This design comes from an exercise in tuning for small area on the open sky130 flow, not from production work.
RTL that was checked went through simulation tests only; none was proved equivalent to the original.
For run 3, only the layout was checked, not whether the RTL still works.
Power and IR drop assume default switching activity.

`flow/config.mk`:
```
export PLATFORM = sky130hd
export DESIGN_NAME = decode_stage
export DESIGN_NICKNAME = decode_stage
export VERILOG_FILES = /design/flow/design.v
export SDC_FILE = /design/flow/constraint.sdc
export NUM_CORES = 4
export LEC_CHECK = 0
export ABC_CLOCK_PERIOD_IN_PS = 7000
export CAP_MARGIN = 20
export CORE_MARGIN = 2
export CORE_UTILIZATION = 30
export SLEW_MARGIN = 20
```
`flow/constraint.sdc`:
```
create_clock -name core_clock -period 8.5 [get_ports {clk}]
set_input_delay 1.7000 -clock core_clock [delete_from_list [all_inputs] [get_ports {clk}]]
set_output_delay 1.7000 -clock core_clock [all_outputs]
set_load 0.01 [all_outputs]
```
`flow/design.v`:
```
package decode_pkg;
    localparam int opcode_lsb = 26;
    localparam int rs_lsb     = 21;
    localparam int rt_lsb     = 16;
    localparam int rd_lsb     = 11;
    localparam int shamt_lsb  = 6;
endpackage
module inst_decoder (
    input  logic [31:0] inst_i,
    output logic [7:0]  aluop_o,
    output logic [2:0]  alusel_o,
    output logic        wreg_raw_o,    
    output logic        movn_o,
    output logic        movz_o,
    output logic [4:0]  wd_o,
    output logic        rd1_o,         
    output logic        rd2_o,         
    output logic        shamt_o,       
    output logic        sext_o,        
    output logic        upper_o        
);
    logic [5:0] op;
    logic [5:0] fn;
    assign op = inst_i[31:26];
    assign fn = inst_i[5:0];
    always_comb begin
        aluop_o    = 8'h7c;
        alusel_o   = 3'd0;
        wreg_raw_o = 1'b0;
        movn_o     = 1'b0;
        movz_o     = 1'b0;
        wd_o       = inst_i[15:11];
        rd1_o      = 1'b0;
        rd2_o      = 1'b0;
        shamt_o    = 1'b0;
        sext_o     = 1'b0;
        upper_o    = 1'b0;
        case (op)
            6'h00: begin
                case (fn)
                    6'h24, 6'h25, 6'h26, 6'h27: begin
                        aluop_o = {2'b00, fn};
                        alusel_o = 3'd1;
                        wreg_raw_o = 1'b1;
                        rd1_o = 1'b1;
                        rd2_o = 1'b1;
                    end
                    6'h20, 6'h21, 6'h22, 6'h23, 6'h2a, 6'h2b: begin
                        aluop_o = {2'b00, fn};
                        alusel_o = 3'd4;
                        wreg_raw_o = 1'b1;
                        rd1_o = 1'b1;
                        rd2_o = 1'b1;
                    end
                    6'h00, 6'h02, 6'h03: begin
                        aluop_o = (fn == 6'h00) ? 8'h7c : {2'b00, fn};
                        alusel_o = 3'd2;
                        wreg_raw_o = 1'b1;
                        rd2_o = 1'b1;
                        shamt_o = 1'b1;
                    end
                    6'h04, 6'h06, 6'h07: begin
                        aluop_o = (fn == 6'h04) ? 8'h7c : {6'b0, fn[1:0]};
                        alusel_o = 3'd2;
                        wreg_raw_o = 1'b1;
                        rd1_o = 1'b1;
                        rd2_o = 1'b1;
                    end
                    6'h0a, 6'h0b: begin
                        aluop_o = {2'b00, fn};
                        alusel_o = 3'd3;
                        movn_o = fn[0];
                        movz_o = ~fn[0];
                        rd1_o = 1'b1;
                        rd2_o = 1'b1;
                    end
                    default: begin
                    end
                endcase
            end
            6'h0c, 6'h0d, 6'h0e, 6'h0f: begin
                aluop_o = (op == 6'h0c) ? 8'h24 : (op == 6'h0e) ? 8'h26 : 8'h25;
                alusel_o = 3'd1;
                wreg_raw_o = 1'b1;
                wd_o = inst_i[20:16];
                rd1_o = 1'b1;
                upper_o = (op == 6'h0f);
            end
            6'h08, 6'h09, 6'h0a, 6'h0b: begin
                aluop_o = 8'h55 + {6'b0, op[1:0]};
                alusel_o = 3'd4;
                wreg_raw_o = 1'b1;
                wd_o = inst_i[20:16];
                rd1_o = 1'b1;
                sext_o = 1'b1;
            end
            default: begin
            end
        endcase
    end
endmodule
module imm_gen (
    input  logic [31:0] inst_i,
    input  logic        shamt_i,
    input  logic        sext_i,
    input  logic        upper_i,
    output logic [31:0] imm1_o,     
    output logic [31:0] imm2_o      
);
    assign imm1_o = shamt_i ? {27'b0, inst_i[10:6]} : {16'b0, inst_i[15:0]};
    assign imm2_o = upper_i ? {inst_i[15:0], 16'b0}
                            : {{16{sext_i & inst_i[15]}}, inst_i[15:0]};
endmodule
module operand_fwd (
    input  logic              rst,
    input  logic              read_i,
    input  logic [4:0]        addr_i,
    input  logic [31:1][31:0] regs_i,
    input  logic [31:0]       imm_i,
    input  logic              ex_wreg_i,
    input  logic [4:0]        ex_wd_i,
    input  logic [31:0]       ex_wdata_i,
    input  logic              mem_wreg_i,
    input  logic [4:0]        mem_wd_i,
    input  logic [31:0]       mem_wdata_i,
    input  logic              wb_we_i,
    input  logic [4:0]        wb_waddr_i,
    input  logic [31:0]       wb_wdata_i,
    output logic [31:0]       operand_o
);
    logic        rd;
    logic        ex_hit;
    logic        mem_hit;
    logic        wb_hit;
    logic        rf;
    logic        sel_ex;
    logic        sel_mem;
    logic        sel_wb;
    logic        sel_imm;
    logic [31:1] sel_reg;
    assign rd      = read_i & ~rst;
    assign ex_hit  = ex_wreg_i & (ex_wd_i == addr_i);
    assign mem_hit = mem_wreg_i & (mem_wd_i == addr_i);
    assign wb_hit  = wb_we_i & (wb_waddr_i == addr_i);
    assign sel_ex  = rd & ex_hit;
    assign sel_mem = rd & ~ex_hit & mem_hit;
    assign rf      = rd & ~ex_hit & ~mem_hit;
    assign sel_wb  = rf & wb_hit & (addr_i != 5'd0);
    assign sel_imm = ~read_i & ~rst;
    always_comb begin
        for (int k = 1; k < 32; k++) begin
            sel_reg[k] = rf & ~wb_hit & (addr_i == k[4:0]);
        end
    end
    always_comb begin
        operand_o = ({32{sel_ex}} & ex_wdata_i)
                  | ({32{sel_mem}} & mem_wdata_i)
                  | ({32{sel_wb}} & wb_wdata_i)
                  | ({32{sel_imm}} & imm_i);
        for (int k = 1; k < 32; k++) begin
            operand_o = operand_o | ({32{sel_reg[k]}} & regs_i[k]);
        end
    end
endmodule
module reg_file (
    input  logic              clk,
    input  logic              rst,
    input  logic              we_i,
    input  logic [4:0]        waddr_i,
    input  logic [31:0]       wdata_i,
    output logic [31:1][31:0] regs_o
);
    logic [31:1][31:0] regs;
    logic [31:0]       wd;
    assign wd = rst ? 32'b0 : wdata_i;
    always_ff @(posedge clk) begin
        for (int k = 1; k < 32; k++) begin
            if (rst || (we_i && waddr_i == k[4:0])) begin
                regs[k] <= wd;
            end
        end
    end
    assign regs_o = regs;
endmodule
module decode_stage (
    input   logic        clk,
    input   logic        rst,
    input   logic [31:0] inst_i,
    input   logic        ex_wreg_i,
    input   logic [4:0]  ex_wd_i,
    input   logic [31:0] ex_wdata_i,
    input   logic        mem_wreg_i,
    input   logic [4:0]  mem_wd_i,
    input   logic [31:0] mem_wdata_i,
    input   logic        wb_we_i,
    input   logic [4:0]  wb_waddr_i,
    input   logic [31:0] wb_wdata_i,
    output  logic [7:0]  aluop_o,
    output  logic [2:0]  alusel_o,
    output  logic        wreg_o,
    output  logic [4:0]  wd_o,
    output  logic [31:0] reg1_o,
    output  logic [31:0] reg2_o
);
    logic [7:0]        aluop;
    logic [2:0]        alusel;
    logic              wreg_raw;
    logic              movn;
    logic              movz;
    logic [4:0]        wd;
    logic              rd1;
    logic              rd2;
    logic              shamt;
    logic              sext;
    logic              upper;
    logic [31:0]       imm1;
    logic [31:0]       imm2;
    logic [31:1][31:0] regs;
    logic              rt_nonzero;
    inst_decoder u_decoder (
        .inst_i     (inst_i),
        .aluop_o    (aluop),
        .alusel_o   (alusel),
        .wreg_raw_o (wreg_raw),
        .movn_o     (movn),
        .movz_o     (movz),
        .wd_o       (wd),
        .rd1_o      (rd1),
        .rd2_o      (rd2),
        .shamt_o    (shamt),
        .sext_o     (sext),
        .upper_o    (upper)
    );
    imm_gen u_imm (
        .inst_i  (inst_i),
        .shamt_i (shamt),
        .sext_i  (sext),
        .upper_i (upper),
        .imm1_o  (imm1),
        .imm2_o  (imm2)
    );
    reg_file u_regs (
        .clk     (clk),
        .rst     (rst),
        .we_i    (wb_we_i),
        .waddr_i (wb_waddr_i),
        .wdata_i (wb_wdata_i),
        .regs_o  (regs)
    );
    operand_fwd fwd_rs (
        .rst         (rst),
        .read_i      (rd1),
        .addr_i      (inst_i[25:21]),
        .regs_i      (regs),
        .imm_i       (imm1),
        .ex_wreg_i   (ex_wreg_i),
        .ex_wd_i     (ex_wd_i),
        .ex_wdata_i  (ex_wdata_i),
        .mem_wreg_i  (mem_wreg_i),
        .mem_wd_i    (mem_wd_i),
        .mem_wdata_i (mem_wdata_i),
        .wb_we_i     (wb_we_i),
        .wb_waddr_i  (wb_waddr_i),
        .wb_wdata_i  (wb_wdata_i),
        .operand_o   (reg1_o)
    );
    operand_fwd fwd_rt (
        .rst         (rst),
        .read_i      (rd2),
        .addr_i      (inst_i[20:16]),
        .regs_i      (regs),
        .imm_i       (imm2),
        .ex_wreg_i   (ex_wreg_i),
        .ex_wd_i     (ex_wd_i),
        .ex_wdata_i  (ex_wdata_i),
        .mem_wreg_i  (mem_wreg_i),
        .mem_wd_i    (mem_wd_i),
        .mem_wdata_i (mem_wdata_i),
        .wb_we_i     (wb_we_i),
        .wb_waddr_i  (wb_waddr_i),
        .wb_wdata_i  (wb_wdata_i),
        .operand_o   (reg2_o)
    );
    assign rt_nonzero = |reg2_o;
    assign aluop_o  = rst ? 8'h00 : aluop;
    assign alusel_o = rst ? 3'd0 : alusel;
    assign wd_o     = rst ? 5'd0 : wd;
    assign wreg_o   = ~rst & (wreg_raw | (movn & rt_nonzero) | (movz & ~rt_nonzero));
endmodule
```
`flow/run.sh`:
```
#!/bin/bash
# synth_recipe.tcl (not shown) runs the flow's synth.tcl, then flattens the netlist and writes it again
# the make line also repeats each setting of config.mk as NAME=value (left out here)
make -C /OpenROAD-flow-scripts/flow DESIGN_CONFIG=/design/flow/config.mk WORK_HOME=/design/flow/orfs CLKGATE_MAP_FILE= SYNTH_SCRIPT=/design/flow/synth_recipe.tcl finish
```
==> flow_metrics.tcl, run 1 <==
set metrics [dict create \
    syn_nets 3671 \
    hold_viol 0 \
    largest_reg_flops 992 \
    synth-edff-count 992 \
    synth_most_common_cell "edfxtp_1" \
    worst_pin_slew_ps 1400 \
    regArea_um2 29790 \
    synthArstFlopShare_pct 0 \
    min_to "u_regs.regs[747]" \
    yosysWarnings 3 \
    drt-initial-drc-count 11450 \
    fin_ws_ps -111.7 \
    track_usage_pct 38.53 \
    wl_per_cell_um 51.25 \
    antenna_found_initial 23 \
    layout.nets 4195 \
    finalSetupViolations 1 \
    rsz0062_at_grt "yes" \
    required_ps 6800 \
    cp_cell_sequence "clkdlybuf4s50_1 > inv_1 > ha_1 > or3b_4 > nor3_2 > buf_6 > o211ai_4 > buf_12 > nor4_2 > buf_4 > a22oi_1 > nand2_1 > or3_1 > or4_1 > nor4_2 > buf_4 > a2111oi_0 > a311o_2 > buf_4" \
    multiInputGateArea_um2 16410 \
    min_from "rst" \
    avgViaCountPerCell 7.449 \
    period_share_pct 101.3 \
    port_buffers 227 \
    dr.pass1.iters 15 \
    status "complete, but fails checks" \
    detailroute.via_count 46080 \
    gr-total-overflow 0 \
    violatedChecks "negative setup slack" \
    synth_area_leader_cell "edfxtp_1" \
    seq_area_frac_synth_pct 63.63 \
    ys_seq_elements 992 \
    holdBufCountCts 0 \
    num-fill-cells 14620 \
    die-height_um 399.0 \
    drc 0 \
    path_class "in2out" \
    drive_gt1_share_pct 20.58 \
    dieArea_um2 159200 \
    ir_drop_mv 0.1480 \
    clockBufferDepth 3 \
    slew_violations 0 \
    dieWidth_um 399.0 \
    p_total_mw 12.33 \
    cp_common_cell "buf_4" \
    netlist_instances 3519 \
    numCtsBuffers 102 \
    power.leakage_nw 19.92 \
    power_density_nw_per_um2 207.1 \
    syn_area_um2 46820 \
    final_cells 6186 \
    synth_top_area_share_pct 63.63 \
    synth_common_cells "edfxtp_1 (992), a22oi_1 (409), nand3_1 (184)" \
    synth-main-ff-cell "edfxtp_1" \
    relSlewSlack_pct 6.470 \
    first_global_vias 42550 \
    critPathMaxFanout 25 \
    crit_arrival_ps 6910 \
    hold_path_class "in2reg" \
    synth_area_per_cell_um2 13.30 \
    cts-root-buf "clkbuf_16" \
    clock_sinks 992 \
    start_kind "primary input" \
    place.gp.congestion 1.097 \
    antenna_left 0 \
    wirelength_um 317000 \
    placed_cells 5974 \
    grt_max_degree 52 \
    fin_tns_setup_ps -111.7 \
    max_freq_mhz 116.1 \
    cpLargestDelayFamily "simple AND/OR/NAND/NOR gates" \
    reg.largest.list "u_regs.regs x992" \
    io_pins 229 \
    end_kind "primary output" \
    place_hpwl_um 206000 \
    grt_first_pass_wirelength_um 405600 \
    clkTransAtPathRegs_ps 70 \
    htreeDepth 3 \
    cp_slowest_cell "nor4_2" \
    num_rows 144 \
    cts_tree "done" \
    min_delay_path_depth 2 \
    worst-path-buf-inv 7 \
    finalCriticalPeriod_ps 8612 \
    initial_core_util_pct 30.28 \
    area_growth_pct 27.23 \
    yosysUniqueCellTypes 94 \
    core_um2 154600 \
    synth.area.top_cells "edfxtp_1 (64%), a22oi_1 (6.6%), a221oi_1 (2.8%)" \
    max_stage_delay_ps 790 \
    top_register "u_regs.regs" \
    path_depth 19 \
    hold_slack_ps 1589 \
    cap_violations 0 \
]
## kinds of logic (layout without fill, tap and decap cells)
group                    count (synthesis)  after routing  share of synthesized area (%)
buffers and inverters                  335            941                          3.103
other                                    1             18                       0.008010
XOR/XNOR                                30             30                         0.6735
flip-flops                             992            992                          63.63
AO/OA/AOI/OAI                         1225           1225                          20.75
multiplexers                           106            106                          2.413
AND/OR/NAND/NOR                        826            826                          9.317
adder cells (fa/ha/maj)                  4              4                         0.1069
## placed cells by master (no fill, tap or decap), types with 91 or more instances in the layout
| master | synthesis | layout |
|---|---|---|
| nand3_1 | 184 | 184 |
| edfxtp_1 | 992 | 992 |
| buf_4 | 8 | 407 |
| clkdlybuf4s50_1 | 0 | 218 |
| a222oi_1 | 103 | 103 |
| nand2_1 | 159 | 149 |
| a22oi_1 | 409 | 409 |
| a22o_1 | 147 | 146 |
| buf_12 | 0 | 91 |
| clkbuf_16 | 0 | 104 |
| a221oi_1 | 151 | 151 |
## metrics by stage
stage                     util [%]  worst slack (ps)  area (µm²)
after CTS                    38.44             17.44       59420
final                        38.53            -111.7       59560
after global routing         38.50            -48.31       59520
after floorplan                  -              1748       46820
after global placement       36.05            -892.7       55730
after detailed placement     36.14            -599.3       55870
## per-layer routing
metal / global-route usage (%) / vias up / routed length (µm)
met5: 0.9383 / - / 371
met4: 28.94 / 26 / 31590
met3: 20.30 / 1773 / 59100
met2: 50.57 / 5936 / 119100
met1: 47.09 / 22330 / 106900
li1: - / 16010 / -
## timing repair
item,4_1_cts,5_1_grt
pin swaps,1,2
resized for setup,12,12
endpoints found under the setup margin,11,26
setup buffers,2,7
## layout make-up
cell class	count	area share (%)
flip-flops and latches	992	50.01
repair buffers	723	12.06
well taps	2044	4.294
clock buffers	112	4.420
diodes	17	0.07142
inverters	32	0.2017
multi-input cells	2192	27.54
clock inverters	74	1.399
## power breakdown
part | switching, mW | total, mW | internal [mW]
clock network | 2.11 | 4.83 | 2.72
logic | 0.985 | 1.34 | 0.358
registers | 0.291 | 6.16 | 5.87
total | 3.39 | 12.3 | 8.95
## worst max-delay path by stage
stage | endpoint | slack (ps) | startpoint
after floorplan | wreg_o | 1750 | inst_i[26]
after global placement | wreg_o | -890 | inst_i[27]
after detailed placement | wreg_o | -600 | inst_i[27]
after CTS | wreg_o | 20 | inst_i[27]
after global routing | wreg_o | -50 | inst_i[27]
final | wreg_o | -110 | inst_i[26]
==> inputs of run 2 (changes only) <==
--- a/flow/design.v
+++ b/flow/design.v
@@ -87,7 +87,12 @@
                 upper_o = (op == 6'h0f);
             end
             6'h08, 6'h09, 6'h0a, 6'h0b: begin
-                aluop_o = 8'h55 + {6'b0, op[1:0]};
+                case (op[1:0])
+                    2'd0: aluop_o = 8'h55;
+                    2'd1: aluop_o = 8'h56;
+                    2'd2: aluop_o = 8'h57;
+                    default: aluop_o = 8'h58;
+                endcase
                 alusel_o = 3'd4;
                 wreg_raw_o = 1'b1;
                 wd_o = inst_i[20:16];
@@ -116,51 +121,59 @@
     input  logic              read_i,
     input  logic [4:0]        addr_i,
     input  logic [31:1][31:0] regs_i,
+    input  logic              wb_we_i,
+    input  logic [4:0]        wb_waddr_i,
     input  logic [31:0]       imm_i,
+    input  logic              imm_nz_i,     
     input  logic              ex_wreg_i,
     input  logic [4:0]        ex_wd_i,
     input  logic [31:0]       ex_wdata_i,
     input  logic              mem_wreg_i,
     input  logic [4:0]        mem_wd_i,
     input  logic [31:0]       mem_wdata_i,
-    input  logic              wb_we_i,
-    input  logic [4:0]        wb_waddr_i,
     input  logic [31:0]       wb_wdata_i,
-    output logic [31:0]       operand_o
+    output logic [31:0]       operand_o,
+    output logic              nonzero_o     
 );
-    logic        rd;
+    logic [31:1] dec;
+    logic [31:1] sel_reg;
+    logic        wb_hit;
+    logic        sel_wb;
+    logic [31:0] regval;
     logic        ex_hit;
     logic        mem_hit;
-    logic        wb_hit;
-    logic        rf;
     logic        sel_ex;
     logic        sel_mem;
-    logic        sel_wb;
+    logic        sel_rf;
     logic        sel_imm;
-    logic [31:1] sel_reg;
-    assign rd      = read_i & ~rst;
-    assign ex_hit  = ex_wreg_i & (ex_wd_i == addr_i);
-    assign mem_hit = mem_wreg_i & (mem_wd_i == addr_i);
-    assign wb_hit  = wb_we_i & (wb_waddr_i == addr_i);
-    assign sel_ex  = rd & ex_hit;
-    assign sel_mem = rd & ~ex_hit & mem_hit;
-    assign rf      = rd & ~ex_hit & ~mem_hit;
-    assign sel_wb  = rf & wb_hit & (addr_i != 5'd0);
-    assign sel_imm = ~read_i & ~rst;
+    assign wb_hit = wb_we_i & (wb_waddr_i == addr_i);
+    assign sel_wb = wb_hit & (addr_i != 5'd0);
     always_comb begin
         for (int k = 1; k < 32; k++) begin
-            sel_reg[k] = rf & ~wb_hit & (addr_i == k[4:0]);
+            dec[k]     = (addr_i == k[4:0]);
+            sel_reg[k] = dec[k] & ~wb_hit;
         end
     end
     always_comb begin
-        operand_o = ({32{sel_ex}} & ex_wdata_i)
-                  | ({32{sel_mem}} & mem_wdata_i)
-                  | ({32{sel_wb}} & wb_wdata_i)
-                  | ({32{sel_imm}} & imm_i);
+        regval = {32{sel_wb}} & wb_wdata_i;
         for (int k = 1; k < 32; k++) begin
-            operand_o = operand_o | ({32{sel_reg[k]}} & regs_i[k]);
+            regval = regval | ({32{sel_reg[k]}} & regs_i[k]);
         end
     end
+    assign ex_hit  = ex_wreg_i & (ex_wd_i == addr_i);
+    assign mem_hit = mem_wreg_i & (mem_wd_i == addr_i);
+    assign sel_ex  = ~rst & read_i & ex_hit;
+    assign sel_mem = ~rst & read_i & ~ex_hit & mem_hit;
+    assign sel_rf  = ~rst & read_i & ~ex_hit & ~mem_hit;
+    assign sel_imm = ~rst & ~read_i;
+    assign operand_o = ({32{sel_ex}} & ex_wdata_i)
+                     | ({32{sel_mem}} & mem_wdata_i)
+                     | ({32{sel_rf}} & regval)
+                     | ({32{sel_imm}} & imm_i);
+    assign nonzero_o = (sel_ex & (|ex_wdata_i))
+                     | (sel_mem & (|mem_wdata_i))
+                     | (sel_rf & (|regval))
+                     | (sel_imm & imm_nz_i);
 endmodule
 module reg_file (
     input  logic              clk,
@@ -168,14 +181,20 @@
     input  logic              we_i,
     input  logic [4:0]        waddr_i,
     input  logic [31:0]       wdata_i,
+    output logic [31:1]       wen_o,
     output logic [31:1][31:0] regs_o
 );
     logic [31:1][31:0] regs;
     logic [31:0]       wd;
     assign wd = rst ? 32'b0 : wdata_i;
+    always_comb begin
+        for (int k = 1; k < 32; k++) begin
+            wen_o[k] = we_i && (waddr_i == k[4:0]);
+        end
+    end
     always_ff @(posedge clk) begin
         for (int k = 1; k < 32; k++) begin
-            if (rst || (we_i && waddr_i == k[4:0])) begin
+            if (rst || wen_o[k]) begin
                 regs[k] <= wd;
             end
         end
@@ -216,6 +235,10 @@
     logic [31:0]       imm1;
     logic [31:0]       imm2;
     logic [31:1][31:0] regs;
+    logic [31:1]       wen;
+    logic              imm1_nz;
+    logic              imm2_nz;
+    logic              rs_nonzero;
     logic              rt_nonzero;
     inst_decoder u_decoder (
         .inst_i     (inst_i),
@@ -245,6 +268,7 @@
         .we_i    (wb_we_i),
         .waddr_i (wb_waddr_i),
         .wdata_i (wb_wdata_i),
+        .wen_o   (wen),
         .regs_o  (regs)
     );
     operand_fwd fwd_rs (
@@ -252,36 +276,41 @@
         .read_i      (rd1),
         .addr_i      (inst_i[25:21]),
         .regs_i      (regs),
+        .wb_we_i     (wb_we_i),
+        .wb_waddr_i  (wb_waddr_i),
         .imm_i       (imm1),
+        .imm_nz_i    (imm1_nz),
         .ex_wreg_i   (ex_wreg_i),
         .ex_wd_i     (ex_wd_i),
         .ex_wdata_i  (ex_wdata_i),
         .mem_wreg_i  (mem_wreg_i),
         .mem_wd_i    (mem_wd_i),
         .mem_wdata_i (mem_wdata_i),
-        .wb_we_i     (wb_we_i),
-        .wb_waddr_i  (wb_waddr_i),
         .wb_wdata_i  (wb_wdata_i),
-        .operand_o   (reg1_o)
+        .operand_o   (reg1_o),
+        .nonzero_o   (rs_nonzero)
     );
     operand_fwd fwd_rt (
         .rst         (rst),
         .read_i      (rd2),
         .addr_i      (inst_i[20:16]),
         .regs_i      (regs),
+        .wb_we_i     (wb_we_i),
+        .wb_waddr_i  (wb_waddr_i),
         .imm_i       (imm2),
+        .imm_nz_i    (imm2_nz),
         .ex_wreg_i   (ex_wreg_i),
         .ex_wd_i     (ex_wd_i),
         .ex_wdata_i  (ex_wdata_i),
         .mem_wreg_i  (mem_wreg_i),
         .mem_wd_i    (mem_wd_i),
         .mem_wdata_i (mem_wdata_i),
-        .wb_we_i     (wb_we_i),
-        .wb_waddr_i  (wb_waddr_i),
         .wb_wdata_i  (wb_wdata_i),
-        .operand_o   (reg2_o)
+        .operand_o   (reg2_o),
+        .nonzero_o   (rt_nonzero)
     );
-    assign rt_nonzero = |reg2_o;
+    assign imm1_nz = |imm1;
+    assign imm2_nz = |inst_i[15:0];
     assign aluop_o  = rst ? 8'h00 : aluop;
     assign alusel_o = rst ? 3'd0 : alusel;
     assign wd_o     = rst ? 5'd0 : wd;
==> flow_metrics.tcl, run 2 <==
set metrics [dict create \
    ys_seq_elements 992 \
    drive_gt1_share_pct 17.93 \
    synth_area_per_cell_um2 13.34 \
    core_um2 154400 \
    detailroute.via_count 43650 \
    dr.pass1.iters 12 \
    largest_reg_flops 992 \
    grt_first_pass_wirelength_um 366400 \
    start_kind "primary input" \
    grt_max_degree 37 \
    cp_common_cell "buf_4" \
    clkTransAtPathRegs_ps 60 \
    dieWidth_um 398.9 \
    ir_drop_mv 0.1701 \
    critPathMaxFanout 12 \
    hold_path_class "in2reg" \
    antenna_left 0 \
    reg.largest.list "u_regs.regs x992" \
    cts-root-buf "clkbuf_16" \
    rsz0062_at_grt "no" \
    synth_top_family_by_area "compound AO/OA/AOI/OAI gates" \
    initial_core_util_pct 30.29 \
    clockBufferDepth 3 \
    synth_common_cells "edfxtp_1 (992), a22oi_1 (426), clkbuf_1 (185)" \
    track_usage_pct 34.02 \
    cp_cell_sequence "clkdlybuf4s50_1 > buf_4 > xnor2_1 > and4_1 > a211o_1 > nor2_4 > buf_4 > buf_4 > a22oi_1 > nand4_1 > nor2_1 > nand4_1 > nor2_1 > o21ai_0 > buf_4 > clkdlybuf4s50_1" \
    seq_area_frac_synth_pct 63.68 \
    clock_sinks 992 \
    status "no timing/DRC/antenna violations" \
    power_density_nw_per_um2 219.4 \
    dieArea_um2 159100 \
    drc 0 \
    fin_ws_ps 43.15 \
    slew_violations 0 \
    gr-total-overflow 0 \
    worst_pin_slew_ps 1251 \
    cpLargestDelayFamily "buffers and inverters" \
    synth_top_area_share_pct 63.68 \
    path_class "in2out" \
    drt-initial-drc-count 9635 \
    netlist_instances 3506 \
    end_kind "primary output" \
    cap_violations 0 \
    antenna_found_initial 17 \
    synth_area_leader_cell "edfxtp_1" \
    top_register "u_regs.regs" \
    area_growth_pct 24.06 \
    relSlewSlack_pct 16.23 \
    synthArstFlopShare_pct 0 \
    place_hpwl_um 186500 \
    place_ws_ps -123.8 \
    worst-path-buf-inv 6 \
    wirelength_um 281500 \
    syn_nets 3659 \
    synth_most_common_cell "edfxtp_1" \
    port_buffers 227 \
    max_stage_delay_ps 1050 \
    synth.area.mux_share_pct 3.809 \
    max_freq_mhz 118.2 \
    finalCriticalPeriod_ps 8457 \
    synth_xor_xnor_area_share_pct 0.6072 \
    layout.nets 4098 \
    num-fill-cells 14580 \
    num_rows 144 \
    yosysWarnings 3 \
    layout_common_cells "edfxtp_1 (992), a22oi_1 (426), buf_4 (373), clkdlybuf4s50_1 (220), nand2_1 (157)" \
    yosysUniqueCellTypes 92 \
    cp_slowest_cell "nor2_4" \
    place.gp.congestion 1.053 \
    cts_tree "done" \
    syn_area_um2 46770 \
    numCtsBuffers 105 \
    htreeDepth 3 \
    required_ps 6800 \
    synth.area.top_cells "edfxtp_1 (64%), a22oi_1 (6.8%), mux2i_1 (3.0%)" \
    period_share_pct 99.49 \
    synth-edff-count 992 \
    wl_per_cell_um 46.24 \
    synth-compound-area-share_pct 20.86 \
    io_pins 229 \
    power.leakage_nw 19.21 \
    synthAdderAreaFrac_pct 0.1337 \
    hold_slack_ps 1970 \
    die-height_um 398.9 \
    avgViaCountPerCell 7.168 \
    finalSetupViolations 0 \
    synth-main-ff-cell "edfxtp_1" \
    holdBufCountCts 0 \
    crit_arrival_ps 6760 \
    final_common_cell "edfxtp_1" \
    hold_viol 0 \
    synthSimpleGateAreaFrac_pct 8.108 \
    first_global_vias 40740 \
]
-- run 2: cell types whose count changed after synthesis, moves of 21 or more --
cell      change
a21oi_1      +33
a222oi_1     -52
mux2i_1      +64
nand3_1     -114
nand4_1      +59
nor2_1       +27
nor3_1       -33
o21ai_0      +28
o22ai_1      +51
or4_1        -21
-- run 2: logic make-up (layout without fill, tap and decap cells) --
logic type,after synthesis,after routing
AO/OA/AOI/OAI,1278,1278
flip-flops,992,992
AND/OR/NAND/NOR,729,729
buffers and inverters,307,838
multiplexers,165,165
XOR/XNOR,29,29
adder cells (fa/ha/maj),5,5
other,1,9
-- run 2: worst paths after layout --
check | from | end | cells after the start
max | wb_waddr_i[3] | reg1_o[10] | 16
min | wb_wdata_i[11] | u_regs.regs[139] | 2
-- run 2: area by class of cell --
class                           count  area, µm²  share of cell area, %
Sequential cell                   992      29790                  51.33
Multi-Input combinational cell   2207      16390                  28.24
Timing Repair Buffer              626       5669                  9.770
Clock buffer                      117       2694                  4.642
Tap cell                         2044       2557                  4.407
Clock inverter                     82      862.1                  1.486
Inverter                           13      48.80                0.08409
Antenna cell                        8      20.02                0.03450
-- run 2: where the power goes --
| group | leakage (nW) | switching, mW | internal, mW |
|---|---|---|---|
| registers | 9.59 | 0.318 | 5.87 |
| logic | 7.89 | 1.19 | 0.495 |
| clock network | 1.73 | 2.11 | 2.75 |
| total | 19.2 | 3.62 | 9.11 |
-- run 2: stage by stage --
| step | area [µm²] | util [%] | std cells | TNS (ps) | total power, mW |
|---|---|---|---|---|---|
| 3_3_place_gp | 54230 | 35.12 | 5876 | -97.48 | 7.814 |
| 6_report | 58030 | 37.58 | 6089 | 0 | 12.73 |
| 3_5_place_dp | 54300 | 35.17 | 5878 | -123.8 | 7.813 |
| 2_1_floorplan | 46770 | - | 3506 | 0 | 6.740 |
| 4_1_cts | 57880 | 37.48 | 6077 | 0 | 12.54 |
| 5_1_grt | 58010 | 37.57 | 6081 | 0 | 12.86 |
-- run 2: routing by layer --
metal	wire [µm]	GRT usage [%]	up-vias
met1	94160	40.34	21260
li1	-	-	15710
met5	214	0.4843	-
met4	27050	25.44	24
met3	47150	15.05	1576
met2	113000	48.34	5074
-- run 2: timing repair --
| action | 4_1_cts | 5_1_grt |
|---|---|---|
| pin swaps | 0 | 1 |
| setup endpoints to repair | 1 | 1 |
| resized for setup | 3 | 6 |
| endpoints found under the hold margin | 0 | 0 |
| buffers inserted | 0 | 1 |
==> inputs of run 3 (changes only) <==
--- a/flow/design.v
+++ b/flow/design.v
@@ -136,7 +136,6 @@
     output logic              nonzero_o     
 );
     logic [31:1] dec;
-    logic [31:1] sel_reg;
     logic        wb_hit;
     logic        sel_wb;
     logic [31:0] regval;
@@ -146,32 +145,33 @@
     logic        sel_mem;
     logic        sel_rf;
     logic        sel_imm;
-    assign wb_hit = wb_we_i & (wb_waddr_i == addr_i);
-    assign sel_wb = wb_hit & (addr_i != 5'd0);
     always_comb begin
         for (int k = 1; k < 32; k++) begin
-            dec[k]     = (addr_i == k[4:0]);
-            sel_reg[k] = dec[k] & ~wb_hit;
+            dec[k] = (addr_i == k[4:0]);
         end
     end
     always_comb begin
-        regval = {32{sel_wb}} & wb_wdata_i;
+        regval = '0;
         for (int k = 1; k < 32; k++) begin
-            regval = regval | ({32{sel_reg[k]}} & regs_i[k]);
+            regval = regval | ({32{dec[k]}} & regs_i[k]);
         end
     end
     assign ex_hit  = ex_wreg_i & (ex_wd_i == addr_i);
     assign mem_hit = mem_wreg_i & (mem_wd_i == addr_i);
+    assign wb_hit  = wb_we_i & (wb_waddr_i == addr_i) & (addr_i != 5'd0);
     assign sel_ex  = ~rst & read_i & ex_hit;
     assign sel_mem = ~rst & read_i & ~ex_hit & mem_hit;
-    assign sel_rf  = ~rst & read_i & ~ex_hit & ~mem_hit;
+    assign sel_wb  = ~rst & read_i & ~ex_hit & ~mem_hit & wb_hit;
+    assign sel_rf  = ~rst & read_i & ~ex_hit & ~mem_hit & ~wb_hit;
     assign sel_imm = ~rst & ~read_i;
     assign operand_o = ({32{sel_ex}} & ex_wdata_i)
                      | ({32{sel_mem}} & mem_wdata_i)
+                     | ({32{sel_wb}} & wb_wdata_i)
                      | ({32{sel_rf}} & regval)
                      | ({32{sel_imm}} & imm_i);
     assign nonzero_o = (sel_ex & (|ex_wdata_i))
                      | (sel_mem & (|mem_wdata_i))
+                     | (sel_wb & (|wb_wdata_i))
                      | (sel_rf & (|regval))
                      | (sel_imm & imm_nz_i);
 endmodule
==> flow/flow/run.sh (new file) <==
#!/bin/bash
# Layout flow: the standard ORFS flow (standard.sh) with three changes to
# how the layout is built, not to what it is measured against:
#  - ports are buffered with a plain buffer instead of a delay cell,
#  - clock tree synthesis uses small clock buffers and inserts no dummy loads.
# Synthesis is the standard one. ORFS writes each step's log under orfs/logs;
# make's own output goes to flow_make.log here.
set -euo pipefail
cd "$(dirname "$0")/.."
bash standard.sh finish \
  "BUFFER_PORTS_ARGS=-buffer_cell sky130_fd_sc_hd__buf_2" \
  "CTS_ARGS=-sink_clustering_enable -repair_clock_nets -dont_use_dummy_load -buf_list {sky130_fd_sc_hd__clkbuf_4 sky130_fd_sc_hd__clkbuf_8}" \
  > flow_make.log 2>&1
==> flow/standard.sh (new file) <==
#!/bin/bash
# synth_recipe.tcl (not shown) runs the flow's synth.tcl, then flattens the netlist and writes it again
# the make line also repeats each setting of config.mk as NAME=value (left out here)
make -C /OpenROAD-flow-scripts/flow DESIGN_CONFIG=/design/flow/config.mk WORK_HOME=/design/flow/orfs CLKGATE_MAP_FILE= SYNTH_SCRIPT=/design/flow/synth_recipe.tcl "${@:-finish}"
removed: flow/run.sh
==> flow_metrics.tcl, run 3 <==
set metrics [dict create \
    drt-initial-drc-count 9634 \
    numCtsBuffers 159 \
    drc 0 \
    cts_resized 0 \
    cp_cell_sequence "buf_6 > or3b_2 > nor2_2 > buf_4 > buf_4 > a22oi_1 > nand4_1 > nor3_1 > nor4b_1 > nor4bb_1 > a311o_2 > a2111oi_1 > or3b_1 > buf_2" \
    power.leakage_nw 18.70 \
    layout.nets 3979 \
    dpl-instance-area_um2 52080 \
    post_cts_buffers 0 \
    syn_area_um2 46480 \
    wl_per_cell_um 49.21 \
    synth-edff-count 992 \
    crit_arrival_ps 7030 \
    die-height_um 397.6 \
    io_pins 229 \
    synth_xor_xnor_area_share_pct 0.5277 \
    cpLargestDelayFamily "simple AND/OR/NAND/NOR gates" \
    relSlewSlack_pct 9.292 \
    synth_most_common_cell "edfxtp_1" \
    synth_area_leader_cell "edfxtp_1" \
    synth_top_family_by_area "compound AO/OA/AOI/OAI gates" \
    syn_nets 3578 \
    fin_area_um2 54400 \
    critPathMaxFanout 61 \
    place.gp.congestion 1.090 \
    dieWidth_um 397.6 \
    hold_viol 0 \
    netlist_instances 3425 \
    max_freq_mhz 114.5 \
    gr-total-overflow 0 \
    reg.largest.list "u_regs.regs x992" \
    synthAdderAreaFrac_pct 0.1346 \
    path_class "in2out" \
    wirelength_um 290100 \
    first_global_vias 40170 \
    max_stage_delay_ps 890 \
    p_total_mw 11.16 \
    htreeDepth 4 \
    synthArstFlopShare_pct 0 \
    slew_violations 0 \
    hold_path_class "in2reg" \
    violatedChecks "negative setup slack" \
    initial_core_util_pct 30.17 \
    grt_first_pass_wirelength_um 374000 \
    worst_pin_slew_ps 1350 \
    layout_common_cells "edfxtp_1 (992), buf_4 (288), buf_2 (223), a22o_1 (222), a22oi_1 (221)" \
    num_rows 144 \
    seq_area_frac_synth_pct 64.09 \
    avgViaCountPerCell 7.410 \
    synth.area.top_cells "edfxtp_1 (64%), mux2i_1 (4.5%), a22o_1 (4.2%)" \
    cts-root-buf "clkbuf_8" \
    largest_reg_flops 992 \
    detailroute.via_count 43680 \
    place_hpwl_um 189600 \
    num-fill-cells 14880 \
    status "complete, but fails checks" \
    area_growth_pct 17.04 \
    power_density_nw_per_um2 205.2 \
    holdBufCountCts 0 \
    yosysWarnings 3 \
    synth.area.mux_share_pct 4.943 \
    cp_common_cell "buf_4" \
    dr.pass1.iters 14 \
    cp_slowest_cell "nor4b_1" \
    clkTransAtPathRegs_ps 50 \
    synth-compound-area-share_pct 18.62 \
    cts_tree "done" \
    grt_max_degree 62 \
    fin_ws_ps -232.9 \
    ir_drop_mv 0.1822 \
    synth_top_area_share_pct 64.09 \
    synthSimpleGateAreaFrac_pct 8.884 \
    clock_sinks 992 \
    synth_area_per_cell_um2 13.57 \
    clockBufferDepth 3 \
    required_ps 6800 \
    rsz0062_at_grt "no" \
    cap_violations 0 \
    antenna_left 0 \
    end_kind "primary output" \
    dieArea_um2 158100 \
    worst-path-buf-inv 4 \
    finalCriticalPeriod_ps 8733 \
    yosysUniqueCellTypes 78 \
    top_register "u_regs.regs" \
    final_common_cell "edfxtp_1" \
    synth-main-ff-cell "edfxtp_1" \
    drive_gt1_share_pct 22.02 \
    ys_seq_elements 992 \
    port_buffers 227 \
    core_um2 154000 \
    period_share_pct 102.7 \
    synth_common_cells "edfxtp_1 (992), a22o_1 (222), a22oi_1 (221)" \
    start_kind "primary input" \
    finalSetupViolations 1 \
    antenna_found_initial 39 \
    track_usage_pct 35.35 \
]
run 3: cell types whose count changed after synthesis, moves of 20 or more:
cell	change
a221o_1	-20
a22o_1	+68
nor2_1	+25
a222oi_1	+25
o22ai_1	-25
a221oi_1	+71
a22oi_1	-205
a21oi_1	-46
and3_1	+34
o21ai_0	-23
nand2_1	-37
mux2i_1	+65
run 3: logic make-up after synthesis:
logic type / after synthesis
flip-flops: 992
multiplexers: 224
other: 1
AND/OR/NAND/NOR: 779
adder cells (fa/ha/maj): 5
XOR/XNOR: 28
buffers and inverters: 308
AO/OA/AOI/OAI: 1088
run 3: worst paths after layout:
kind	from	endpoint	slack [ps]	cells past startpoint
max	inst_i[20]	wreg_o	-230	14
min	wb_wdata_i[27]	u_regs.regs[891]	1420	2
run 3: power breakdown:
group	internal [mW]	leakage [nW]	total, mW	switching (mW)
Combinational	0.368	7.97	1.51	1.14
Sequential	5.88	9.59	6.20	0.327
Clock	1.64	1.14	3.45	1.81
run 3: cell type report:
| class | count | area [µm²] | share of cell area (%) |
|---|---|---|---|
| inverters | 19 | 71.32 | 0.1311 |
| well taps | 2044 | 2557 | 4.702 |
| flip-flops and latches | 992 | 29790 | 54.76 |
| repair buffers | 529 | 3608 | 6.634 |
| diodes | 27 | 67.56 | 0.1242 |
| multi-input cells | 2125 | 16110 | 29.62 |
| clock buffers | 159 | 2188 | 4.023 |
run 3: routing by layer:
layer / vias up / global-route usage [%] / part of all wire [%]
met5: - / 0.2724 / 0.12
met3: 1693 / 16.88 / 17
met2: 5403 / 49.53 / 40
li1: 15220 / - / -
met1: 21330 / 41.62 / 33
met4: 38 / 26.75 / 9.7
run 3: through the flow:
| step | TNS, ps | utilization (%) | instances | hold WS (ps) | setup WS [ps] |
|---|---|---|---|---|---|
| final | -232.9 | 35.31 | 5895 | 1423 | -232.9 |
| after global routing | 0 | 35.28 | 5874 | 1416 | 27.38 |
| after CTS | 0 | 35.23 | 5867 | 1349 | 142.9 |
| after detailed placement | 0 | 33.81 | 5708 | 2333 | 132.6 |
| after global placement | -280.7 | 33.78 | 5705 | 2316 | -157.1 |
| after floorplan | 0 | - | 3425 | 2244 | 1987 |
==> inputs of run 4 (changes only) <==
--- a/flow/design.v
+++ b/flow/design.v
@@ -121,6 +121,7 @@
     input  logic              read_i,
     input  logic [4:0]        addr_i,
     input  logic [31:1][31:0] regs_i,
+    input  logic [31:1]       nz_i,         
     input  logic              wb_we_i,
     input  logic [4:0]        wb_waddr_i,
     input  logic [31:0]       imm_i,
@@ -172,7 +173,7 @@
     assign nonzero_o = (sel_ex & (|ex_wdata_i))
                      | (sel_mem & (|mem_wdata_i))
                      | (sel_wb & (|wb_wdata_i))
-                     | (sel_rf & (|regval))
+                     | (sel_rf & (|(dec & nz_i)))
                      | (sel_imm & imm_nz_i);
 endmodule
 module reg_file (
@@ -181,25 +182,29 @@
     input  logic              we_i,
     input  logic [4:0]        waddr_i,
     input  logic [31:0]       wdata_i,
-    output logic [31:1]       wen_o,
-    output logic [31:1][31:0] regs_o
+    output logic [31:1][31:0] regs_o,
+    output logic [31:1]       nz_o
 );
     logic [31:1][31:0] regs;
+    logic [31:1]       nz;
     logic [31:0]       wd;
+    logic [31:1]       wen;
     assign wd = rst ? 32'b0 : wdata_i;
     always_comb begin
         for (int k = 1; k < 32; k++) begin
-            wen_o[k] = we_i && (waddr_i == k[4:0]);
+            wen[k] = we_i && (waddr_i == k[4:0]);
         end
     end
     always_ff @(posedge clk) begin
         for (int k = 1; k < 32; k++) begin
-            if (rst || wen_o[k]) begin
+            if (rst || wen[k]) begin
                 regs[k] <= wd;
+                nz[k]   <= |wd;
             end
         end
     end
     assign regs_o = regs;
+    assign nz_o   = nz;
 endmodule
 module decode_stage (
     input   logic        clk,
@@ -235,7 +240,7 @@
     logic [31:0]       imm1;
     logic [31:0]       imm2;
     logic [31:1][31:0] regs;
-    logic [31:1]       wen;
+    logic [31:1]       nz;
     logic              imm1_nz;
     logic              imm2_nz;
     logic              rs_nonzero;
@@ -268,14 +273,15 @@
         .we_i    (wb_we_i),
         .waddr_i (wb_waddr_i),
         .wdata_i (wb_wdata_i),
-        .wen_o   (wen),
-        .regs_o  (regs)
+        .regs_o  (regs),
+        .nz_o    (nz)
     );
     operand_fwd fwd_rs (
         .rst         (rst),
         .read_i      (rd1),
         .addr_i      (inst_i[25:21]),
         .regs_i      (regs),
+        .nz_i        (nz),
         .wb_we_i     (wb_we_i),
         .wb_waddr_i  (wb_waddr_i),
         .imm_i       (imm1),
@@ -295,6 +301,7 @@
         .read_i      (rd2),
         .addr_i      (inst_i[20:16]),
         .regs_i      (regs),
+        .nz_i        (nz),
         .wb_we_i     (wb_we_i),
         .wb_waddr_i  (wb_waddr_i),
         .imm_i       (imm2),
==> flow_metrics.tcl, run 4 <==
set metrics [dict create \
    io_pins 229 \
    place_hpwl_um 152200 \
    wl_per_cell_um 44.65 \
    synth_most_common_cell "edfxtp_1" \
    crit_arrival_ps 5750 \
    dieWidth_um 394.4 \
    track_usage_pct 31.98 \
    cap_violations 0 \
    dr.pass1.iters 13 \
    place_ws_ps 1382 \
    regArea_um2 30720 \
    gr-usage-met1_pct 38.69 \
    clock_sinks 1023 \
    num-fill-cells 14690 \
    hold_viol 0 \
    status "no timing/DRC/antenna violations" \
    seq_area_frac_synth_pct 67.19 \
    layout.nets 3931 \
    cts-root-buf "clkbuf_8" \
    largest_reg_flops 992 \
    yosysUniqueCellTypes 59 \
    relSlewSlack_pct 7.801 \
    path_class "in2out" \
    synth_area_leader_cell "edfxtp_1" \
    core_um2 151700 \
    finalCriticalPeriod_ps 7454 \
    start_kind "primary input" \
    worst_pin_slew_ps 1370 \
    wirelength_um 260100 \
    layout_common_cells "edfxtp_1 (1023), a22oi_1 (920), nand2_1 (408), buf_2 (226), buf_4 (175)" \
    power.leakage_nw 18.60 \
    top_register "u_regs.regs" \
    slew_violations 0 \
    avgViaCountPerCell 7.192 \
    cts_resized 0 \
    grt_first_pass_wirelength_um 338700 \
    required_ps 6800 \
    end_kind "primary output" \
    power_density_nw_per_um2 206.8 \
    initial_core_util_pct 30.14 \
    holdBufCountCts 0 \
    port_buffers 227 \
    drc 0 \
    num_rows 143 \
    antenna_found_initial 25 \
    period_share_pct 87.70 \
    syn_nets 3609 \
    synth.area.top_cells "edfxtp_1 (67%), a22oi_1 (15%), nand2_1 (3.4%)" \
    fin_ws_ps 1046 \
    reg.largest.list "u_regs.regs x992, u_regs.nz x31" \
    met2_usage_pct 41.38 \
    place.gp.congestion 1.046 \
    final_common_cell "edfxtp_1" \
    die-height_um 394.4 \
    gr-total-overflow 0 \
    busiest_layer "met2" \
    yosysWarnings 3 \
    grt_use_met3_pct 21.64 \
    critPathMaxFanout 19 \
    fin_area_um2 53100 \
    dieArea_um2 155500 \
    rsz0062_at_grt "no" \
    post_cts_buffers 0 \
    htreeDepth 4 \
    detailroute.via_count 41900 \
    drt-initial-drc-count 10890 \
    post-route-util_pct 35.00 \
    multiInputGateArea_um2 14830 \
    ir_drop_mv 0.1649 \
    synth_common_cells "edfxtp_1 (1023), a22oi_1 (920), nand2_1 (417)" \
    ys_seq_elements 1023 \
    synth-main-ff-cell "edfxtp_1" \
    hold_path_class "in2reg" \
    antenna_left 0 \
    synth-edff-count 1023 \
    first_global_vias 38070 \
    synth_top_area_share_pct 67.19 \
    grt_max_degree 38 \
    area_growth_pct 16.13 \
    syn_area_um2 45720 \
    clkTransAtPathRegs_ps 60 \
    synth_area_per_cell_um2 13.23 \
    netlist_instances 3456 \
    fin_tns_setup_ps 0 \
    synthArstFlopShare_pct 0 \
    max_freq_mhz 134.2 \
    cts_tree "done" \
    numCtsBuffers 161 \
    drive_gt1_share_pct 18.86 \
    finalSetupViolations 0 \
    dpl-instance-area_um2 50720 \
    clockBufferDepth 3 \
    p_total_mw 10.98 \
]
run 4: cell type report:
class,count,share of cell area (%)
clock buffers,161,4.173
inverters,11,0.08012
flip-flops and latches,1023,57.85
diodes,20,0.09426
well taps,2030,4.783
repair buffers,412,5.090
multi-input cells,2169,27.93
run 4: critical path: stages:
cell,delay [ps]
buf_2,160
inv_1,100
ha_1,150
buf_4,160
or4b_4,500
or3_1,490
o31a_2,470
nor4_1,420
nand2b_2,660
o211ai_1,660
buf_2,240
run 4: path summary, 6_finish.rpt:
kind     startpoint       endpoint  slack, ps  depth (start not counted)
min   wb_waddr_i[2]  u_regs.nz[17]       1410                          2
max      inst_i[26]      reg1_o[2]       1050                         11
run 4: per-stage QoR:
step	instances	hold slack, ps
finish	5826	1410
global route	5808	1413
CTS	5803	1398
detailed placement	5642	2273
global placement	5639	2269
floorplan	3456	2244
run 4: layer usage:
layer	routed length, µm	vias to the layer above	share of wire, %
li1	-	14860	-
met1	85220	19960	33
met2	95390	5534	37
met3	57570	1507	22
met4	21430	40	8.2
met5	494	-	0.19
run 4: power breakdown:
part / switching (mW) / internal [mW] / leakage, nW / total, mW
clock: 1.84 / 1.66 / 1.16 / 3.50
sequential: 0.257 / 6.05 / 9.89 / 6.31
combinational: 0.928 / 0.237 / 7.55 / 1.17
run 4: cell families after synthesis:
group / Yosys count / share of synthesized area [%]
compound gates: 1195 / 20.14
flops: 1023 / 67.19
simple gates: 930 / 9.567
buf+inv: 264 / 2.206
xor+xnor: 28 / 0.5363
mux: 10 / 0.2189
fa+ha+maj: 5 / 0.1368
other cells: 1 / 0.008202
==> inputs of run 5 (changes only) <==
--- a/flow/design.v
+++ b/flow/design.v
@@ -139,7 +139,8 @@
     logic [31:1] dec;
     logic        wb_hit;
     logic        sel_wb;
-    logic [31:0] regval;
+    logic [31:1] sel_reg;
+    logic [10:0][31:0] part_n;
     logic        ex_hit;
     logic        mem_hit;
     logic        sel_ex;
@@ -151,12 +152,6 @@
             dec[k] = (addr_i == k[4:0]);
         end
     end
-    always_comb begin
-        regval = '0;
-        for (int k = 1; k < 32; k++) begin
-            regval = regval | ({32{dec[k]}} & regs_i[k]);
-        end
-    end
     assign ex_hit  = ex_wreg_i & (ex_wd_i == addr_i);
     assign mem_hit = mem_wreg_i & (mem_wd_i == addr_i);
     assign wb_hit  = wb_we_i & (wb_waddr_i == addr_i) & (addr_i != 5'd0);
@@ -165,17 +160,53 @@
     assign sel_wb  = ~rst & read_i & ~ex_hit & ~mem_hit & wb_hit;
     assign sel_rf  = ~rst & read_i & ~ex_hit & ~mem_hit & ~wb_hit;
     assign sel_imm = ~rst & ~read_i;
-    assign operand_o = ({32{sel_ex}} & ex_wdata_i)
-                     | ({32{sel_mem}} & mem_wdata_i)
-                     | ({32{sel_wb}} & wb_wdata_i)
-                     | ({32{sel_rf}} & regval)
-                     | ({32{sel_imm}} & imm_i);
+    always_comb begin
+        for (int k = 1; k < 32; k++) begin
+            sel_reg[k] = sel_rf & dec[k];
+        end
+    end
+    for (genvar g = 0; g < 11; g++) begin : g_grp
+        for (genvar i = 0; i < 32; i++) begin : g_bit
+            if (g < 10) begin : g_rf
+                aoi222 u_aoi (
+                    .a1 (sel_reg[3*g+1]), .a2 (regs_i[3*g+1][i]),
+                    .b1 (sel_reg[3*g+2]), .b2 (regs_i[3*g+2][i]),
+                    .c1 (sel_reg[3*g+3]), .c2 (regs_i[3*g+3][i]),
+                    .y  (part_n[g][i])
+                );
+            end else begin : g_fwd
+                aoi222 u_aoi (
+                    .a1 (sel_reg[31]), .a2 (regs_i[31][i]),
+                    .b1 (sel_ex),      .b2 (ex_wdata_i[i]),
+                    .c1 (sel_mem),     .c2 (mem_wdata_i[i]),
+                    .y  (part_n[g][i])
+                );
+            end
+        end
+    end
+    always_comb begin
+        operand_o = ({32{sel_wb}} & wb_wdata_i) | ({32{sel_imm}} & imm_i);
+        for (int g = 0; g < 11; g++) begin
+            operand_o = operand_o | ~part_n[g];
+        end
+    end
     assign nonzero_o = (sel_ex & (|ex_wdata_i))
                      | (sel_mem & (|mem_wdata_i))
                      | (sel_wb & (|wb_wdata_i))
-                     | (sel_rf & (|(dec & nz_i)))
+                     | (|(sel_reg & nz_i))
                      | (sel_imm & imm_nz_i);
 endmodule
+module aoi222 (
+    input  logic a1,
+    input  logic a2,
+    input  logic b1,
+    input  logic b2,
+    input  logic c1,
+    input  logic c2,
+    output logic y
+);
+    assign y = ~((a1 & a2) | (b1 & b2) | (c1 & c2));
+endmodule
 module reg_file (
     input  logic              clk,
     input  logic              rst,
==> flow/flow/run.sh (replaced) <==
#!/bin/bash
# Layout flow: the standard ORFS flow (standard.sh) with changes to how
# the layout is built, not to what it is measured against:
#  - ports are buffered with a plain buffer instead of a delay cell,
#  - clock tree synthesis uses small clock buffers, larger sink clusters and
#    no dummy loads.
# Synthesis is the standard one, except that the aoi222 cells of the register
# read multiplexers are mapped on their own (kept as modules until mapping,
# then flattened as usual), so each becomes one AND-OR-invert gate. ORFS writes each step's log under orfs/logs;
# make's own output goes to flow_make.log here.
set -euo pipefail
cd "$(dirname "$0")/.."
bash standard.sh finish \
  "SYNTH_KEEP_MODULES=aoi222" \
  "BUFFER_PORTS_ARGS=-buffer_cell sky130_fd_sc_hd__buf_2" \
  "CTS_ARGS=-sink_clustering_enable -repair_clock_nets -dont_use_dummy_load -sink_clustering_size 12 -sink_clustering_max_diameter 50 -buf_list {sky130_fd_sc_hd__clkbuf_8}" \
  > flow_make.log 2>&1
--- a/flow/config.mk
+++ b/flow/config.mk
@@ -8,5 +8,5 @@
 export ABC_CLOCK_PERIOD_IN_PS = 7000
 export CAP_MARGIN = 20
 export CORE_MARGIN = 2
-export CORE_UTILIZATION = 30
+export CORE_UTILIZATION = 38
 export SLEW_MARGIN = 20
==> flow_metrics.tcl, run 5 <==
set metrics [dict create \
    status "no timing/DRC/antenna violations" \
    wl_per_cell_um 41.63 \
    ir_drop_mv 0.1162 \
    fin_area_um2 49710 \
    place.gp.congestion 0.9939 \
    ys_seq_elements 1023 \
    yosysWarnings 3 \
    worst_pin_slew_ps 1256 \
    layout.nets 3221 \
    gr-total-overflow 0 \
    track_usage_pct 31.71 \
    start_kind "primary input" \
    cts-root-buf "clkbuf_8" \
    syn_area_um2 42750 \
    synthAdderAreaFrac_pct 0.1463 \
    place_hpwl_um 127500 \
    finalSetupViolations 0 \
    dr.pass1.iters 17 \
    synth_xor_xnor_area_share_pct 0.5736 \
    num_rows 123 \
    synthSimpleGateAreaFrac_pct 7.232 \
    top_register "u_regs.regs" \
    fin_tns_setup_ps 0 \
    power.leakage_nw 16.32 \
    drt-initial-drc-count 9967 \
    synth_area_leader_cell "edfxtp_1" \
    initial_core_util_pct 38.16 \
    synth_common_cells "edfxtp_1 (1023), a222oi_1 (704), nand4_1 (164)" \
    grt_max_degree 34 \
    numCtsBuffers 110 \
    clkTransAtPathRegs_ps 80 \
    period_share_pct 94.56 \
    antenna_found_initial 6 \
    detailroute.via_count 35450 \
    power_density_nw_per_um2 193.9 \
    gr-usage-met1_pct 38.90 \
    required_ps 6800 \
    core_um2 112000 \
    hold_path_class "in2reg" \
    final_cells 4567 \
    seq_area_frac_synth_pct 71.85 \
    drc 0 \
    relSlewSlack_pct 16.04 \
    antenna_left 0 \
    final_common_cell "edfxtp_1" \
    synth-edff-count 1023 \
    end_kind "primary output" \
    rsz0062_at_grt "no" \
    busiest_layer "met2" \
    reg.largest.list "u_regs.regs x992, u_regs.nz x31" \
    finalCriticalPeriod_ps 8038 \
    first_global_vias 34590 \
    avgViaCountPerCell 7.762 \
    yosysUniqueCellTypes 69 \
    critPathMaxFanout 16 \
    synthArstFlopShare_pct 0 \
    synth_area_per_cell_um2 16.77 \
    post_cts_buffers 0 \
    max_freq_mhz 124.4 \
    p_total_mw 9.641 \
    slew_violations 0 \
    hold_slack_ps 1446 \
    placed_cells 4454 \
    synth_top_family_by_area "compound AO/OA/AOI/OAI gates" \
    synth.area.top_cells "edfxtp_1 (72%), a222oi_1 (16%), nand4_1 (2.4%)" \
    drive_gt1_share_pct 22.57 \
    path_class "in2out" \
    met2_usage_pct 46.31 \
    largest_reg_flops 992 \
    layout_common_cells "edfxtp_1 (1023), a222oi_1 (704), buf_2 (227), buf_4 (213), nand4_1 (164)" \
    holdBufCountCts 0 \
    wirelength_um 190100 \
    dieWidth_um 339.4 \
    hold_viol 0 \
    netlist_instances 2550 \
    clock_sinks 1023 \
    crit_arrival_ps 6340 \
    area_growth_pct 16.28 \
    synth.area.mux_share_pct 0.3834 \
    io_pins 229 \
    dieArea_um2 115200 \
    die-height_um 339.4 \
    synth-compound-area-share_pct 19.10 \
    syn_nets 2703 \
    dpl-instance-area_um2 48160 \
    cts_tree "done" \
    cts_resized 0 \
    cap_violations 0 \
    synth-main-ff-cell "edfxtp_1" \
    port_buffers 227 \
    htreeDepth 3 \
    grt_first_pass_wirelength_um 259600 \
    clockBufferDepth 3 \
    synth_top_area_share_pct 71.85 \
    grt_use_met3_pct 13.90 \
    synth_most_common_cell "edfxtp_1" \
]
[run 5: cell types whose count changed in the layout (fill, tap and decap cells not counted), moves of 38 or more]
cell,previous run,this run
nand4_1,46,164
nor4_1,78,25
a22oi_1,920,2
nor3_1,70,28
nand2_1,408,52
buf_4,175,213
a222oi_1,76,704
clkbuf_8,161,110
[run 5: cell families (layout without fill, tap and decap cells)]
logic type / after synthesis / after routing
adders and majority gates: 5 / 5
DFF: 1023 / 1023
muxes: 15 / 15
xor gates and xnor gates: 28 / 28
AOI/OAI and AO/OA: 847 / 847
buffers and inverters: 61 / 577
and+or+nand+nor: 570 / 570
other: 1 / 2
[run 5: critical path, stage by stage]
cell and delay, ps:
buf_2 130, inv_1 80, ha_1 240, or4_1 520
and3_1 380, a31oi_4 340, or4_4 240, nor3_1 80
nand2_1 300, nor2_4 50, buf_4 260, a222oi_1 730
nand4_1 400, nor3_1 510, o211ai_1 180, buf_2 180
[run 5: layout make-up]
cell class                      instances  area (µm²)
Multi-Input combinational cell       1466       12530
Clock buffer                          110        1514
Timing Repair Buffer                  456        3029
Fill cell                            9892       62330
Tap cell                             1500        1877
Inverter                               11       41.29
Sequential cell                      1023       30720
Antenna cell                            1       2.502
[run 5: stage by stage]
| step | setup WS (ps) | utilization [%] |
|---|---|---|
| floorplan | 1198 | - |
| global placement | 721.9 | 42.95 |
| detailed placement | 747.5 | 42.99 |
| CTS | 720.4 | 44.34 |
| global route | 472.3 | 44.37 |
| finish | 462.1 | 44.37 |
[run 5: metal layers]
layer	vias up	wire length, µm
met5	-	13
met4	2	12930
met3	739	36100
met2	3866	80210
met1	17470	60850
li1	13370	-
[run 5: Yosys stat by module, one instance, submodules excluded]
module        cells  times used  area (µm²)
aoi222            1         704       10.01
decode_stage   1846           1       35710
[run 5: path summary, 6_finish.rpt]
check	end	slack, ps	cells past startpoint	start
worst min-delay path	u_regs.regs[156]	1450	2	wb_wdata_i[28]
worst max-delay path	reg1_o[1]	460	16	inst_i[26]
[run 5: power by group]
| group | internal, mW | switching, mW | leakage, nW |
|---|---|---|---|
| combinational | 0.131 | 0.463 | 5.63 |
| sequential | 6.04 | 0.223 | 9.89 |
| clock | 1.14 | 1.65 | 0.791 |
| total | 7.31 | 2.33 | 16.3 |
==> inputs of run 6 (changes only) <==
--- a/flow/config.mk
+++ b/flow/config.mk
@@ -8,5 +8,5 @@
 export ABC_CLOCK_PERIOD_IN_PS = 7000
 export CAP_MARGIN = 20
 export CORE_MARGIN = 2
-export CORE_UTILIZATION = 38
+export CORE_UTILIZATION = 30
 export SLEW_MARGIN = 20
==> flow_metrics.tcl, run 6 <==
set metrics [dict create \
    status "no timing/DRC/antenna violations" \
    finalCriticalPeriod_ps 8124 \
    fin_tns_setup_ps 0 \
    antenna_left 0 \
    synthArstFlopShare_pct 0 \
    cp_slowest_cell "nor4_2" \
    avgViaCountPerCell 7.108 \
    synth_most_common_cell "edfxtp_1" \
    ir_drop_mv 0.09795 \
    synth.area.top_cells "edfxtp_1 (72%), a222oi_1 (16%), nand4_1 (2.4%)" \
    relSlewSlack_pct 12.39 \
    antenna_found_initial 9 \
    cts-root-buf "clkbuf_8" \
    power.leakage_nw 16.02 \
    place.gp.congestion 0.9565 \
    max_freq_mhz 123.1 \
    htreeDepth 3 \
    num_rows 138 \
    core_um2 141600 \
    hold_viol 0 \
    synth_common_cells "edfxtp_1 (1023), a222oi_1 (704), nand4_1 (164)" \
    hold_slack_ps 1377 \
    die-height_um 381.5 \
    power_density_nw_per_um2 191.6 \
    dieWidth_um 381.5 \
    synth-edff-count 1023 \
    clkTransAtPathRegs_ps 90 \
    start_kind "primary input" \
    numCtsBuffers 104 \
    place_ws_ps 634.2 \
    worst_pin_slew_ps 1300 \
    syn_area_um2 42750 \
    drt-initial-drc-count 9402 \
    syn_nets 2703 \
    cts_tree "done" \
    yosysWarnings 3 \
    grt_use_met3_pct 11.56 \
    grt_max_degree 37 \
    first_global_vias 33080 \
    dr.pass1.iters 13 \
    layout_common_cells "edfxtp_1 (1023), a222oi_1 (704), buf_2 (227), buf_4 (166), nand4_1 (164)" \
    cap_violations 0 \
    gr-total-overflow 0 \
    cpLargestDelayFamily "simple AND/OR/NAND/NOR gates" \
    critPathMaxFanout 17 \
    wirelength_um 190700 \
    worst-path-buf-inv 4 \
    layout.nets 3171 \
    synth_top_area_share_pct 71.85 \
    port_buffers 227 \
    fin_ws_ps 375.6 \
    end_kind "primary output" \
    min_from "wb_wdata_i[23]" \
    period_share_pct 95.58 \
    crit_path_start "inst_i[31]" \
    detailroute.via_count 34940 \
    cts_resized 0 \
    required_ps 6800 \
    max_stage_delay_ps 640 \
    initial_core_util_pct 30.20 \
    grt_first_pass_wirelength_um 258200 \
    area_growth_pct 16.53 \
    drive_gt1_share_pct 21.05 \
    place_hpwl_um 121000 \
    ys_seq_elements 1023 \
    path_class "in2out" \
    drc 0 \
    post_cts_buffers 0 \
    final_common_cell "edfxtp_1" \
    largest_reg_flops 992 \
    netlist_instances 2550 \
    finalSetupViolations 0 \
    wl_per_cell_um 38.79 \
    hold_path_class "in2reg" \
    cp_cell_sequence "buf_2 > nor2_1 > and4b_1 > nand3_1 > nor4_2 > nand3b_1 > buf_4 > nor2_4 > buf_4 > a222oi_1 > nand4_1 > nor3_1 > nand3_1 > buf_2" \
    io_pins 229 \
    seq_area_frac_synth_pct 71.85 \
    regArea_um2 30720 \
    track_usage_pct 25.02 \
    yosysUniqueCellTypes 69 \
    busiest_layer "met2" \
    multiInputGateArea_um2 12480 \
    dieArea_um2 145500 \
    clock_sinks 1023 \
    gr-usage-met1_pct 33.17 \
    num-fill-cells 13460 \
    met2_usage_pct 34.45 \
    crit_arrival_ps 6420 \
    synth_area_leader_cell "edfxtp_1" \
    slew_violations 0 \
    clockBufferDepth 3 \
    holdBufCountCts 0 \
    top_register "u_regs.regs" \
    synth_area_per_cell_um2 16.77 \
    synth-main-ff-cell "edfxtp_1" \
    reg.largest.list "u_regs.regs x992, u_regs.nz x31" \
    rsz0062_at_grt "no" \
]
-- run 6: cell counts after synthesis --
Identical to the previous run, type by type.
-- run 6: worst paths after layout --
| kind | endpoint | slack [ps] | cells after the start |
|---|---|---|---|
| min | u_regs.regs[983] | 1380 | 2 |
| max | reg2_o[17] | 380 | 14 |
-- run 6: per-module statistics from Yosys (local to each module, per instance) --
module,flip-flops and latches,cell area (µm²)
decode_stage,1023,35710
aoi222,0,10.01
-- run 6: report_power, final --
part | switching (mW) | leakage [nW] | internal, mW
Combinational | 0.466 | 5.38 | 0.131
Clock | 1.63 | 0.748 | 1.08
Sequential | 0.208 | 9.89 | 6.03
-- run 6: cell type report --
| class | count | area share (%) |
|---|---|---|
| sequential | 1023 | 61.66 |
| multi-input combinational | 1466 | 25.04 |
| timing repair buffer | 412 | 5.546 |
| tap | 1890 | 4.747 |
| clock buffer | 104 | 2.873 |
| inverter | 11 | 0.08288 |
| antenna | 9 | 0.04521 |
-- run 6: cells by family after synthesis --
logic type	count (synthesis)	synth area share [%]
compound gates	847	19.10
xor+xnor	28	0.5736
fa+ha+maj	5	0.1463
buf+inv	61	0.7024
flops	1023	71.85
mux	15	0.3834
other cells	1	0.008771
simple gates	570	7.232
-- run 6: metrics by stage --
stage	utilization, %	instances	power (mW)	area, µm²
final	35.19	4915	9.546	49820
after CTS	35.15	4905	9.514	49770
after detailed placement	34.14	4801	6.912	48340
after global routing	35.18	4909	9.797	49800
after floorplan	-	2550	6.535	42750
after global placement	34.14	4801	6.883	48340
-- run 6: layer usage --
layer	vias to the layer above	wire, µm
met5	-	145
met4	10	9813
met3	564	36050
met2	3658	76930
met1	17420	67720
li1	13280	-

[separate check: timing with driven ports]
No port has a modelled driver above. Below, the same layouts with a new extraction and two added sets of constraints. Step 1 (the two cells are an assumption about what drives the block):
set clk [get_ports {clk}]
set_driving_cell -lib_cell sky130_fd_sc_hd__clkbuf_16 $clk
set_driving_cell -lib_cell sky130_fd_sc_hd__buf_2 [delete_from_list [all_inputs] $clk]
Step 2 moves the port delays by t, midway between the first and last clock arrival at a register: inputs arrive t later, outputs are due t later. That takes back most of the time a late clock gives input paths. a / b / c = no drivers / after step 1 / after step 2; a / b = the first two.
run | t (ns) | slack for setup (ns) | hold slack, ns | latest minus earliest clock arrival (ns) | worst register clock-pin slew, ns
run 1 | 0.840 | -0.112 / -0.139 / -0.139 | 1.589 / 1.548 / 2.388 | 0.046 / 0.046 | 0.07 / 0.07
run 2 | 0.803 | 0.043 / 0.014 / 0.014 | 1.970 / 1.911 / 2.714 | 0.035 / 0.035 | 0.07 / 0.07
run 3 | 0.956 | -0.233 / -0.372 / -0.372 | 1.423 / 1.374 / 2.330 | 0.125 / 0.125 | 0.07 / 0.07
run 4 | 0.916 | 1.046 / 1.026 / 1.026 | 1.410 / 1.369 / 2.285 | 0.084 / 0.084 | 0.07 / 0.07
run 5 | 0.820 | 0.462 / 0.417 / 0.417 | 1.446 / 1.400 / 2.219 | 0.109 / 0.109 | 0.09 / 0.09
run 6 | 0.811 | 0.376 / 0.351 / 0.351 | 1.377 / 1.321 / 2.132 | 0.094 / 0.094 | 0.09 / 0.09
The setup slack of run 3, which loses most, moves by -0.139 ns with the drivers and by -0.139 ns with both steps.
